What follows belongs to an exercise in optimizing a design on an open flow for small area; a production flow would make more cautious choices.
Function was checked by simulation only, so behaviour that the tests miss may differ from the original.
Power and IR drop assume default switching activity.

**design/flow/run.sh**
```bash
#!/bin/bash
# synth_recipe.tcl (not shown) runs the flow's synth.tcl, then flattens the netlist and writes it again
# the make line also repeats each setting of config.mk as NAME=value (left out here)
make -C /OpenROAD-flow-scripts/flow DESIGN_CONFIG=/design/flow/config.mk WORK_HOME=/design/flow/orfs CLKGATE_MAP_FILE= SYNTH_SCRIPT=/design/flow/synth_recipe.tcl finish
```
**design/flow/config.mk**
```make
export PLATFORM = sky130hd
export DESIGN_NAME = regs_mp
export DESIGN_NICKNAME = regs_mp
export VERILOG_FILES = /design/flow/design.v
export SDC_FILE = /design/flow/constraint.sdc
export NUM_CORES = 4
export LEC_CHECK = 0
export CAP_MARGIN = 50
export CELL_PAD_IN_SITES_DETAIL_PLACEMENT = 1
export CELL_PAD_IN_SITES_GLOBAL_PLACEMENT = 1
export CORE_MARGIN = 2
export CORE_UTILIZATION = 30
export PLACE_DENSITY = 0.45
export SLEW_MARGIN = 40
export SYNTH_HIERARCHICAL = 1
```
**design/flow/constraint.sdc**
```tcl
create_clock -name core_clock -period 7.0 [get_ports {clk}]
set_input_delay 1.4000 -clock core_clock [delete_from_list [all_inputs] [get_ports {clk}]]
set_output_delay 1.4000 -clock core_clock [all_outputs]
set_load 0.01 [all_outputs]
```
**design/flow/design.v**
```verilog
package regs_pkg;
  typedef logic state_t;
  localparam logic ST_CLEAR = 1'b0;
  localparam logic ST_IDLE  = 1'b1;
  localparam int XLEN_DEF = 32;
  localparam int NREG_E   = 16;
  localparam int NREG_I   = 32;
endpackage
module regs_ao3 (
  input  logic a0, b0, a1, b1, a2, b2,
  output logic y
);
  assign y = ~((a0 & b0) | (a1 & b1) | (a2 & b2));
endmodule
module regs_wbit (
  input  logic sb_w, nb, sa_w, na, hold, q,
  output logic d
);
  assign d = ~((sb_w & nb) | (sa_w & na) | (hold & ~q));
endmodule
module regs_or_t1 #(
  parameter int N = 10
) (
  input  logic [N-1:0] x,
  input  logic         a0, b0,
  output logic         y
);
  assign y = ~&x | (a0 & b0);
endmodule
module regs_or_t2 #(
  parameter int N = 10
) (
  input  logic [N-1:0] x,
  input  logic         a0, b0, a1, b1,
  output logic         y
);
  assign y = ~&x | (a0 & b0) | (a1 & b1);
endmodule
module regs_and2 (
  input  logic a, b,
  output logic y
);
  assign y = a & b;
endmodule
module regs_and3 (
  input  logic a, b, c,
  output logic y
);
  assign y = a & b & c;
endmodule
module regs_nor2 (
  input  logic a, b,
  output logic y
);
  assign y = ~(a | b);
endmodule
import regs_pkg::*;
module regs_mp #(
  parameter int XLEN = XLEN_DEF,
  parameter int NREG = NREG_I,
  parameter int AW   = $clog2(NREG)
) (
  input  logic            clk,
  input  logic            rst_n,
  input  logic            clr_i,
  output logic            busy_o,
  input  logic [AW-1:0]   raddr1_i,
  output logic [XLEN-1:0] rdata1_o,
  input  logic [AW-1:0]   raddr2_i,
  output logic [XLEN-1:0] rdata2_o,
  output logic            sb_busy1_o,
  output logic            sb_busy2_o,
  input  logic            wb0_we_i,
  input  logic [AW-1:0]   wb0_addr_i,
  input  logic [XLEN-1:0] wb0_data_i,
  input  logic            wb1_we_i,
  input  logic [AW-1:0]   wb1_addr_i,
  input  logic [XLEN-1:0] wb1_data_i,
  input  logic            sb_set_i,
  input  logic [AW-1:0]   sb_addr_i,
  input  logic            bus_req_i,
  input  logic            bus_we_i,
  input  logic [AW-1:0]   bus_addr_i,
  input  logic [XLEN-1:0] bus_wdata_i,
  output logic            bus_ack_o,
  output logic [XLEN-1:0] bus_rdata_o
);
  localparam logic [AW-1:0] LAST = AW'(NREG - 1);
  localparam int NG = (NREG - 2) / 3;   
  logic [XLEN-1:0] regs [1:NREG-1];
  logic [NREG-1:1] sb;
  logic            state;         
  logic [AW-1:0]   clr_idx;
  logic            wb1_ok;
  logic            sb_ok;
  logic            bus_acc;
  logic            bus_wr;
  logic            bus_rd;
  logic            wa_en;
  logic [AW-1:0]   wa_addr;
  logic [XLEN-1:0] wa_ndata;
  logic [XLEN-1:0] wb_ndata;
  assign busy_o = state;
  always_ff @(posedge clk or negedge rst_n) begin
    if (!rst_n) begin
      state   <= 1'b1;
      clr_idx <= AW'(1);
    end else if (state) begin
      if (clr_idx == LAST) state <= 1'b0;
      clr_idx <= clr_idx + AW'(1);
    end else if (clr_i) begin
      state   <= 1'b1;
      clr_idx <= AW'(1);
    end
  end
  always_comb begin
    wb1_ok  = !busy_o && wb1_we_i && (wb1_addr_i != '0);
    sb_ok   = !busy_o && sb_set_i && (sb_addr_i != '0);
    bus_acc = !busy_o && bus_req_i && !wb0_we_i
              && !wb1_we_i && !bus_ack_o;
    bus_wr  = bus_acc && bus_we_i && (bus_addr_i != '0);
    bus_rd  = bus_acc && !bus_we_i;
  end
  always_comb begin
    if (busy_o) begin
      wa_en   = 1'b1;
      wa_addr = clr_idx;
    end else if (bus_wr) begin
      wa_en   = 1'b1;
      wa_addr = bus_addr_i;
    end else begin
      wa_en   = wb0_we_i;
      wa_addr = wb0_addr_i;
    end
    wa_ndata = ~(({XLEN{bus_wr}} & bus_wdata_i)
                 | ({XLEN{!busy_o && !bus_wr}} & wb0_data_i));
    wb_ndata = ~wb1_data_i;
  end
  function automatic logic [3:0] dec_lo(input logic en, input logic [AW-1:0] a);
    for (int j = 0; j < 4; j++) dec_lo[j] = en && (a[1:0] == 2'(j));
  endfunction
  function automatic logic [7:0] dec_hi(input logic [AW-1:0] a);
    for (int k = 0; k < 8; k++) dec_hi[k] = (a[4:2] == 3'(k));
  endfunction
  logic [3:0] b_lo, a_lo, r1_lo, r2_lo, rb_lo;
  logic [7:0] b_hi, a_hi, r1_hi, r2_hi, rb_hi;
  always_comb begin
    b_lo  = dec_lo(wb1_ok, wb1_addr_i);
    b_hi  = dec_hi(wb1_addr_i);
    a_lo  = dec_lo(wa_en, wa_addr);
    a_hi  = dec_hi(wa_addr);
    r1_lo = dec_lo(!busy_o, raddr1_i);
    r1_hi = dec_hi(raddr1_i);
    r2_lo = dec_lo(!busy_o, raddr2_i);
    r2_hi = dec_hi(raddr2_i);
    rb_lo = dec_lo(bus_rd, bus_addr_i);
    rb_hi = dec_hi(bus_addr_i);
  end
  for (genvar i = 1; i < NREG; i++) begin : g_reg
    logic            sb_w, sb_wn, sa_w, hold;
    logic [XLEN-1:0] nxt;
    regs_and2 u_sb (.a(b_lo[i%4]), .b(b_hi[i/4]), .y(sb_w));
    assign sb_wn = !(b_lo[i%4] && b_hi[i/4]);
    regs_and3 u_sa (.a(a_lo[i%4]), .b(a_hi[i/4]), .c(sb_wn), .y(sa_w));
    regs_nor2 u_hd (.a(sb_w), .b(sa_w), .y(hold));
    for (genvar b = 0; b < XLEN; b++) begin : g_bit
      regs_wbit u_w (
        .sb_w(sb_w), .nb(wb_ndata[b]), .sa_w(sa_w), .na(wa_ndata[b]),
        .hold(hold), .q(regs[i][b]), .d(nxt[b])
      );
    end
    always_ff @(posedge clk) regs[i] <= nxt;
  end
  logic [NREG-1:1] rsel1, rsel2, bsel;
  for (genvar i = 1; i < NREG; i++) begin : g_rsel
    regs_and2 u_s1 (.a(r1_lo[i%4]), .b(r1_hi[i/4]), .y(rsel1[i]));
    regs_and2 u_s2 (.a(r2_lo[i%4]), .b(r2_hi[i/4]), .y(rsel2[i]));
    regs_and2 u_sb (.a(rb_lo[i%4]), .b(rb_hi[i/4]), .y(bsel[i]));
  end
  assign sb_busy1_o = |(rsel1 & sb);
  assign sb_busy2_o = |(rsel2 & sb);
  logic [XLEN-1:0] brd_nxt;
  for (genvar b = 0; b < XLEN; b++) begin : g_rd
    logic [NG-1:0] y1, y2, yb;
    for (genvar g = 0; g < NG; g++) begin : g_grp
      localparam int R = 3*g + 1;
      regs_ao3 u_r1 (
        .a0(rsel1[R]), .b0(regs[R][b]), .a1(rsel1[R+1]), .b1(regs[R+1][b]),
        .a2(rsel1[R+2]), .b2(regs[R+2][b]), .y(y1[g])
      );
      regs_ao3 u_r2 (
        .a0(rsel2[R]), .b0(regs[R][b]), .a1(rsel2[R+1]), .b1(regs[R+1][b]),
        .a2(rsel2[R+2]), .b2(regs[R+2][b]), .y(y2[g])
      );
      regs_ao3 u_rb (
        .a0(bsel[R]), .b0(regs[R][b]), .a1(bsel[R+1]), .b1(regs[R+1][b]),
        .a2(bsel[R+2]), .b2(regs[R+2][b]), .y(yb[g])
      );
    end
    regs_or_t1 #(.N(NG)) u_o1 (
      .x(y1), .a0(rsel1[NREG-1]), .b0(regs[NREG-1][b]), .y(rdata1_o[b])
    );
    regs_or_t1 #(.N(NG)) u_o2 (
      .x(y2), .a0(rsel2[NREG-1]), .b0(regs[NREG-1][b]), .y(rdata2_o[b])
    );
    regs_or_t2 #(.N(NG)) u_ob (
      .x(yb), .a0(bsel[NREG-1]), .b0(regs[NREG-1][b]),
      .a1(!bus_rd), .b1(bus_rdata_o[b]), .y(brd_nxt[b])
    );
  end
  always_ff @(posedge clk or negedge rst_n) begin
    if (!rst_n) begin
      bus_ack_o   <= 1'b0;
      bus_rdata_o <= '0;
    end else begin
      bus_ack_o   <= bus_acc;
      bus_rdata_o <= brd_nxt;
    end
  end
  for (genvar i = 1; i < NREG; i++) begin : g_sb
    always_ff @(posedge clk) begin
      sb[i] <= !busy_o && ((sb_ok && sb_addr_i == AW'(i))
                           || (sb[i] && !(wb1_ok && wb1_addr_i == AW'(i))));
    end
  end
endmodule
```
==> out/results.ini, run 1 <==
[hold_path]
min_path_cells = 2
holdCritStartpoint = regs[29][26]
worstHoldPathType = register to register
min_to = regs[29][26]

[synthesis]
synthDistinctLibCells = 46
yosysSeqAreaShare_pct = 42.0
synthAdderAreaFrac_pct = 0.0490
synth_top_area_share_pct = 40.1
synth_area_mm2 = 0.0511
muxShareOfSynthArea_pct = 0.0196
yosys_warnings = 9
yosys.area_share.simple_pct = 8.16
syn_area_per_cell_um2 = 10.2
synthesis.nets = 5156
async_flop_share_pct = 3.67
synth_compound_area_share_pct = 41.8
synth.area.top_cells = dfxtp_1 40%, a222oi_1 38%, inv_1 7.6%
synth_xor_area_share_pct = 0.0171
syn-instance-count = 5020
synth-edff-count = 0
ys_ff_latch = 1062
synth_flop_cell = dfxtp_1
yosysTopAreaCell = dfxtp_1
synth_top_family_by_area = compound AO/OA/AOI/OAI gates

[floorplan]
die_h_um = 417
placementRows = 151
die_width_um = 417
dieArea_mm2 = 0.174
core_area_mm2 = 0.169
ios = 234
initial_core_util_pct = 30.2

[placement]
hpwlAfterDp_um = 260000
placed_cells = 7851
place_area_mm2 = 0.0608
place_congestion = 0.967
io_buffers = 233

[layout]
multiInputGateArea_mm2 = 0.0263
fillCellCount = 18771
area_delta_synth_final_pct = 28.6
register_area_mm2 = 0.0215
nets = 5928
instances_no_fill = 8121
layout_common_cells = 1,954 x a222oi_1, 1,025 x inv_1, 1,023 x dfxtp_1
drive_above_1_share_pct = 15.7
fin_area_mm2 = 0.0657
final_common_cell = a222oi_1

[pwr]
power_frac_comb_pct = 27.4
leakage_nw = 28.9
switching_share_pct = 38.5
p_int_w = 0.0172
p_clk_share_pct = 26.5
p_per_area_mw_per_mm2 = 425
power_w = 0.0279
p_sw_w = 0.0107
vdd_drop_max_mv = 0.264
p_seq_share_pct = 46.1

[worst_setup_path]
crit_buf_inv = 4
reg2reg_depth = 8
r2r_setup_slack_ps = 2370
r2r_end = bus_rdata_o[15]
crit-reg2reg-launch = state
worstPathCellList = clkdlybuf4s50_1 > nor3_1 > and2_2 > buf_4 > a222oi_1 > nand4_1 > buf_4 > a2111o_1 > clkdlybuf4s50_1
cp-end-kind = output port
critical_path_class = primary input to output port
cp_slowest_cell = clkdlybuf4s50_1
cp_max_fo = 25
cp_top_family = buffers and inverters
startpoint_type = primary input
cp.depth = 9
cp.required_ps = 5600
crit_arrival_ps = 5290
cpPeakStageDelay_ps = 660

[global_route]
grt-ovfl-total = 0
grt_max_degree = 65
grt_pass1_vias = 61580
grt_pass1_wl_um = 526000
antenna_found_initial = 12
grt.total_usage_pct = 42.9

[clocking]
clk_latency_ps = 820
cts_buffers = 136
cts_resized = 0
htree_levels = 4
cts_sinks = 1062
clockRootBuffer = clkbuf_16
post_cts.repair.setup_buffers = 0
postCtsHoldBufs = 0
clk_pin_slew_ps = 60
cts_tree = built
cts_buffer_depth = 3

[timing]
period_share_pct = 95.6
worst_pin_slew_ps = 990
tns_ps = 0
max_freq_ghz = 0.149
finalHoldViolCount = 0
setup_violations = 0
post-route-min-period_ps = 6690
skew_ps = 29.7
slew_violations = 0
slew_headroom_pct = 34.0
rsz0062_at_grt = false

[outcome]
status = no timing/DRC/antenna violations

[route]
drt-initial-drc-count = 18764
dr_total_vias = 63868
drcViolationCount = 0
first_pass_iters = 15
ant_nets = 0
vias_per_cell = 7.86
wl_um = 390000
wl_per_cell_um = 48.0

[run]
maxCapViolCount = 0

[routing by layer]
layer	share of wire, %	GRT usage [%]	up-vias
met5	0.0044	0	-
met4	9.0	32.6	2
met3	11	8.63	1191
met2	44	66.3	5285
met1	36	52.5	32713
li1	-	-	24677
[Yosys stat by module, one instance, submodules excluded, a selection]
module	flip-flops and latches	copies in the design
regs_ao3	0	960
regs_wbit	0	992
regs_and3	0	31
regs_nor2	0	31
regs_mp	1062	1
regs_and2	0	124
[registers in the layout, summed over array words and instances, names as in the netlist]
signal / count
regs: 992
bus_rdata_o: 32
sb: 31
clr_idx: 5
bus_ack_o: 1
state: 1
[synthesized netlist by cell type (3+ instances only)]
cell type  number
nand3_1         8
dfxtp_1      1023
buf_4           4
a22oi_1        41
and3b_1        11
nor3b_1        52
nor2b_1         7
dfrtp_1        37
clkbuf_1       22
inv_1        1040
buf_2           5
nor2_1         66
nand2_1       144
nor3_1         16
or4_1           3
and2_1        125
a2111o_1       65
a22o_1         36
a222oi_1     1954
nor4_1          4
or4_4          32
and3_1         37
a32oi_1        10
o21ai_0         9
a21oi_1        41
o31ai_1         3
nand4_1       196
[worst max path at each step]
| stage | startpoint | endpoint | slack, ps |
|---|---|---|---|
| 2_1_floorplan | wb0_we_i | regs[10][10] | 2390 |
| 3_3_place_gp | raddr1_i[0] | rdata1_o[21] | 250 |
| 3_5_place_dp | raddr2_i[1] | rdata2_o[11] | 340 |
| 4_1_cts | raddr2_i[1] | rdata2_o[11] | 330 |
| 5_1_grt | raddr1_i[0] | rdata1_o[21] | 370 |
| 6_report | raddr1_i[0] | rdata1_o[21] | 310 |
[power groups by stage]
stage | sequential (W) | clock [W] | combinational [W]
floorplan | 0.0114 | 0 | 0.00486
global placement | 0.0127 | 0 | 0.00702
detailed placement | 0.0128 | 0 | 0.00741
CTS | 0.0127 | 0.00745 | 0.00744
global route | 0.0132 | 0.00769 | 0.00821
finish | 0.0129 | 0.00739 | 0.00766
[worst reg2reg max path, stage by stage (launching register included)]
cell and delay (ps):
dfstp_4 770, nor4_1 170, nand2_1 210, nor2_1 100
and3_1 400, and2_4 440, a222oi_1 1000, nand4_1 690
or4_4 690
[logic make-up (layout without fill, tap and decap cells)]
family / after synthesis / in the layout
compound gates: 2169 / 2169
buf+inv: 1074 / 1951
flops: 1062 / 1062
simple gates: 711 / 711
fa+ha+maj: 2 / 2
xor+xnor: 1 / 1
mux: 1 / 1
other cells: 0 / 6
[through the flow]
| stage | hold slack (ps) | util, % | setup slack [ps] |
|---|---|---|---|
| global placement | 491 | 35.2 | 251 |
| CTS | 510 | 38.6 | 328 |
| floorplan | 466 | - | 2390 |
| global route | 526 | 38.8 | 374 |
| detailed placement | 501 | 35.9 | 337 |
| finish | 513 | 38.8 | 308 |
[cell type report]
type | count | area share, %
clock buffer | 205 | 6.30
sequential | 1062 | 32.7
clock inverter | 38 | 0.645
tap | 2218 | 4.22
timing repair buffer | 667 | 10.1
antenna | 6 | 0.0228
multi-input combinational | 2884 | 40.1
inverter | 1041 | 5.98
==> inputs of run 2 (changes only) <==
==> design/flow/config.mk (replaced) <==
export PLATFORM = sky130hd
export DESIGN_NAME = regs_mp
export DESIGN_NICKNAME = regs_mp
export VERILOG_FILES = /design/flow/design.v
export SDC_FILE = /design/flow/constraint.sdc
export NUM_CORES = 4
export LEC_CHECK = 0
export CAP_MARGIN = 30
export CELL_PAD_IN_SITES_DETAIL_PLACEMENT = 1
export CELL_PAD_IN_SITES_GLOBAL_PLACEMENT = 1
export CORE_MARGIN = 2
export CORE_UTILIZATION = 30
export CTS_BUF_LIST = sky130_fd_sc_hd__clkbuf_8
export PLACE_DENSITY = 0.45
export SLEW_MARGIN = 30
export SYNTH_HIERARCHICAL = 1
==> run 2 against run 1 <==
The layout now fails its checks (negative setup slack). Worst setup slack got worse by 340 ps. Non-clock buffer count shrank 66. Cell count increased by 0.79%. First-iteration DRC count down 2.8%. Clock skew increased by 32 ps. Fmax decreased by 4.9%. Critical path type unchanged. Critical endpoint is now rdata1_o[2].
==> out/results.ini, run 2 <==
[outcome]
status = failed layout checks
so.violations = negative setup slack

[worst_setup_path]
r2r_end = regs[1][3]
cp-end-kind = output port
startpoint_type = primary input
cp.required_ps = 5600  ; about the same
crit_arrival_ps = 5640  ; +350 ps
crit-reg2reg-launch = state
r2r_setup_slack_ps = 2310  ; -60 ps
reg2reg_depth = 8  ; unchanged
cp_max_fo = 21  ; -16%
critical_path_class = primary input to output port
critPathLaunch = raddr1_i[0]

[floorplan]
core_area_mm2 = 0.169  ; unchanged
initial_core_util_pct = 30.2  ; unchanged
dieArea_mm2 = 0.174  ; unchanged
ios = 234  ; unchanged
die_h_um = 417  ; unchanged
die_width_um = 417  ; unchanged
placementRows = 151  ; unchanged

[layout]
drive_above_1_share_pct = 15.7  ; -0.033 points
largest_reg_flops = 992  ; unchanged
final_common_cell = a222oi_1
largest_register = regs
top_regs = regs: 992 flops, bus_rdata_o: 32 flops, sb: 31 flops
nets = 5928  ; unchanged
layout_common_cells = 1,954 x a222oi_1, 1,102 x inv_1, 1,023 x dfxtp_1
fin_area_mm2 = 0.0640  ; -2.6%
instances_no_fill = 8185  ; +0.79%
area_delta_synth_final_pct = 25.3

[synthesis]
synthDistinctLibCells = 46  ; unchanged
synth.area.top_cells = dfxtp_1 40%, a222oi_1 38%, inv_1 7.6%
yosysTopAreaCell = dfxtp_1
ys_ff_latch = 1062  ; unchanged
yosysSeqAreaShare_pct = 42.0  ; unchanged
synth_top_area_share_pct = 40.1  ; unchanged
synth-edff-count = 0  ; unchanged
syn-instance-count = 5020  ; unchanged
synth_flop_cell = dfxtp_1
async_flop_share_pct = 3.67  ; unchanged
syn_area_per_cell_um2 = 10.2  ; unchanged
synthesis.nets = 5156  ; unchanged
yosys-top-cells-count = 1,954 x a222oi_1, 1,040 x inv_1, 1,023 x dfxtp_1, 196 x nand4_1, 144 x nand2_1
yosys_warnings = 9  ; unchanged
synth_area_mm2 = 0.0511  ; unchanged
yosysMostFrequentCell = a222oi_1

[hold_path]
worstHoldPathType = primary input to asynchronous set/reset pin

[clocking]
cts_sinks = 1062  ; unchanged
post_cts.repair.setup_buffers = 0  ; unchanged
cts_tree = built
clk_latency_ps = 1030  ; +210 ps
htree_levels = 4  ; unchanged
cts_buffers = 202  ; +49%
clockRootBuffer = clkbuf_8
clk_pin_slew_ps = 60  ; about the same
postCtsHoldBufs = 0  ; unchanged
cts_buffer_depth = 3  ; unchanged

[route]
ant_nets = 0  ; unchanged
vias_per_cell = 7.84  ; -0.30%
drt-initial-drc-count = 18235  ; -2.8%
first_pass_iters = 17  ; +2
wl_per_cell_um = 47.8  ; -0.56%
wl_um = 391000  ; +0.23%
drcViolationCount = 0  ; unchanged
dr_total_vias = 64180  ; +0.49%

[global_route]
grt_pass1_wl_um = 526000  ; about the same
grt-ovfl-total = 0  ; unchanged
grt_max_degree = 65  ; unchanged
grt.total_usage_pct = 42.9  ; -0.051 points
antenna_found_initial = 18  ; +6
grt_pass1_vias = 61708  ; +0.21%

[timing]
post-route-min-period_ps = 7040  ; +344 ps
rsz0062_at_grt = false
setup_violations = 1  ; +1
finalHoldViolCount = 0  ; unchanged
setup_slack_ps = -35.4  ; -344 ps
worst_pin_slew_ps = 1170  ; +181 ps
max_freq_ghz = 0.142  ; -4.9%
period_share_pct = 101  ; +4.9 points
slew_headroom_pct = 21.8  ; -12 points
skew_ps = 61.5  ; +31.8 ps
slew_violations = 0  ; unchanged

[placement]
place_congestion = 0.967  ; unchanged
placed_cells = 7800  ; -0.65%
hpwlAfterDp_um = 256000  ; -1.8%
io_buffers = 233  ; unchanged
place_area_mm2 = 0.0599  ; -1.5%

[pwr]
p_seq_share_pct = 47.9  ; +1.8 points
leakage_nw = 28.5  ; -1.5%
vdd_drop_max_mv = 0.197  ; -25%
p_int_w = 0.0161  ; -6.4%
p_sw_w = 0.0108  ; +0.33%
switching_share_pct = 40.2  ; +1.7 points
p_clk_share_pct = 23.8  ; -2.7 points
p_per_area_mw_per_mm2 = 419  ; -1.3%
power_frac_comb_pct = 28.3  ; +0.9 points

[run]
maxCapViolCount = 0  ; unchanged

run 2: cell counts after synthesis:
Identical to the previous run, type by type.
run 2: kinds of logic after synthesis:
| logic type | count (synthesis) | share of synthesized area, % |
|---|---|---|
| buffers and inverters | 1074 | 7.93 |
| multiplexers | 1 | 0.0196 |
| adder cells (fa/ha/maj) | 2 | 0.0490 |
| AO/OA/AOI/OAI | 2169 | 41.8 |
| flip-flops | 1062 | 42.0 |
| XOR/XNOR | 1 | 0.0171 |
| AND/OR/NAND/NOR | 711 | 8.16 |
run 2: Yosys stat by module (local to each module, per instance), a selection:
module,flip-flops and latches,cells inside,copies in the design,area (um2)
regs_and2,0,1,124,6.26
regs_and3,0,1,31,6.26
regs_ao3,0,1,960,10.0
regs_mp,1062,1474,1,23800
regs_nor2,0,1,31,3.75
regs_wbit,0,2,992,13.8
run 2: repair_timing:
item,4_1_cts,5_1_grt
hold endpoints to repair,0,0
setup endpoints to repair,0,1
resized for setup,0,1
run 2: power by group through the flow:
| stage | sequential [W] | clock (W) | combinational (W) |
|---|---|---|---|
| floorplan | 0.0114 | 0 | 0.00486 |
| global placement | 0.0127 | 0 | 0.00702 |
| detailed placement | 0.0128 | 0 | 0.00735 |
| CTS | 0.0127 | 0.00643 | 0.00739 |
| global route | 0.0132 | 0.00670 | 0.00813 |
| finish | 0.0129 | 0.00638 | 0.00759 |
run 2: routing by layer:
metal / track usage (%) / share of wire, % / vias to the layer above
li1: - / - / 24723
met1: 52.5 / 36 / 32837
met2: 66.2 / 44 / 5390
met3: 8.46 / 11 / 1224
met4: 32.7 / 8.8 / 6
met5: 0 / 0.010 / -
run 2: per-stage QoR:
stage	setup TNS [ps]	hold slack, ps	power [W]	utilization, %	setup slack, ps
2_1_floorplan	0	466	0.0163	-	2390
3_3_place_gp	0	491	0.0197	35.2	251
3_5_place_dp	0	501	0.0201	35.4	190
4_1_cts	0	475	0.0265	37.8	175
5_1_grt	0	529	0.0280	37.8	96.6
6_report	-35.4	511	0.0268	37.8	-35.4
run 2: cell type report:
cell class,count,area [um2]
timing repair buffer,601,5530
sequential,1062,21500
multi-input combinational,2884,26300
fill,18921,105000
inverter,1041,3910
tap,2218,2780
clock inverter,108,499
antenna,13,32.5
clock buffer,258,3550
run 2: critical path, cell delays in order:
cell and delay, ps:
clkdlybuf4s50_1 650, nor3b_1 790, and2_2 1000, buf_4 430, a222oi_1 130, nand4_1 360, a2111o_1 240, clkdlybuf4s50_1 570
run 2: worst max-delay path by stage:
stage,to
after floorplan,regs[10][10]
after global placement,rdata1_o[21]
after detailed placement,rdata1_o[1]
after CTS,rdata1_o[1]
after global routing,rdata1_o[2]
final,rdata1_o[2]

[afterwards: timing with drivers on the ports]
The results above use ideal ports. As a check the final layouts listed here were re-extracted and re-timed, cells and wires unchanged.
Step 1 sets driving cells, clkbuf_16 on the clock port and buf_2 on the other inputs (assumed; they add their load-dependent delay and slew).
Step 2 moves the port delays by t, midway between the first and last clock arrival at a register: inputs arrive t later, outputs are due t later. That takes back most of the time a late clock gives input paths.
a / b / c = ideal ports / drivers / drivers and shift; a / b = the first two.
| run | t, ns | slack for setup (ns) | worst setup path at the end | slew at the worst register clock pin (ns) | pins driven straight from the clock port |
|---|---|---|---|---|---|
| run 1 | 0.897 | 0.308 / 0.278 / 0.278 | input to output | 0.06 / 0.06 | 1 |
| run 2 | 1.075 | -0.035 / -0.061 / -0.061 | input to output | 0.07 / 0.07 | 1 |
For run 1, which loses most, drivers alone change the setup slack by -0.030 ns; drivers and shift together by -0.030 ns.
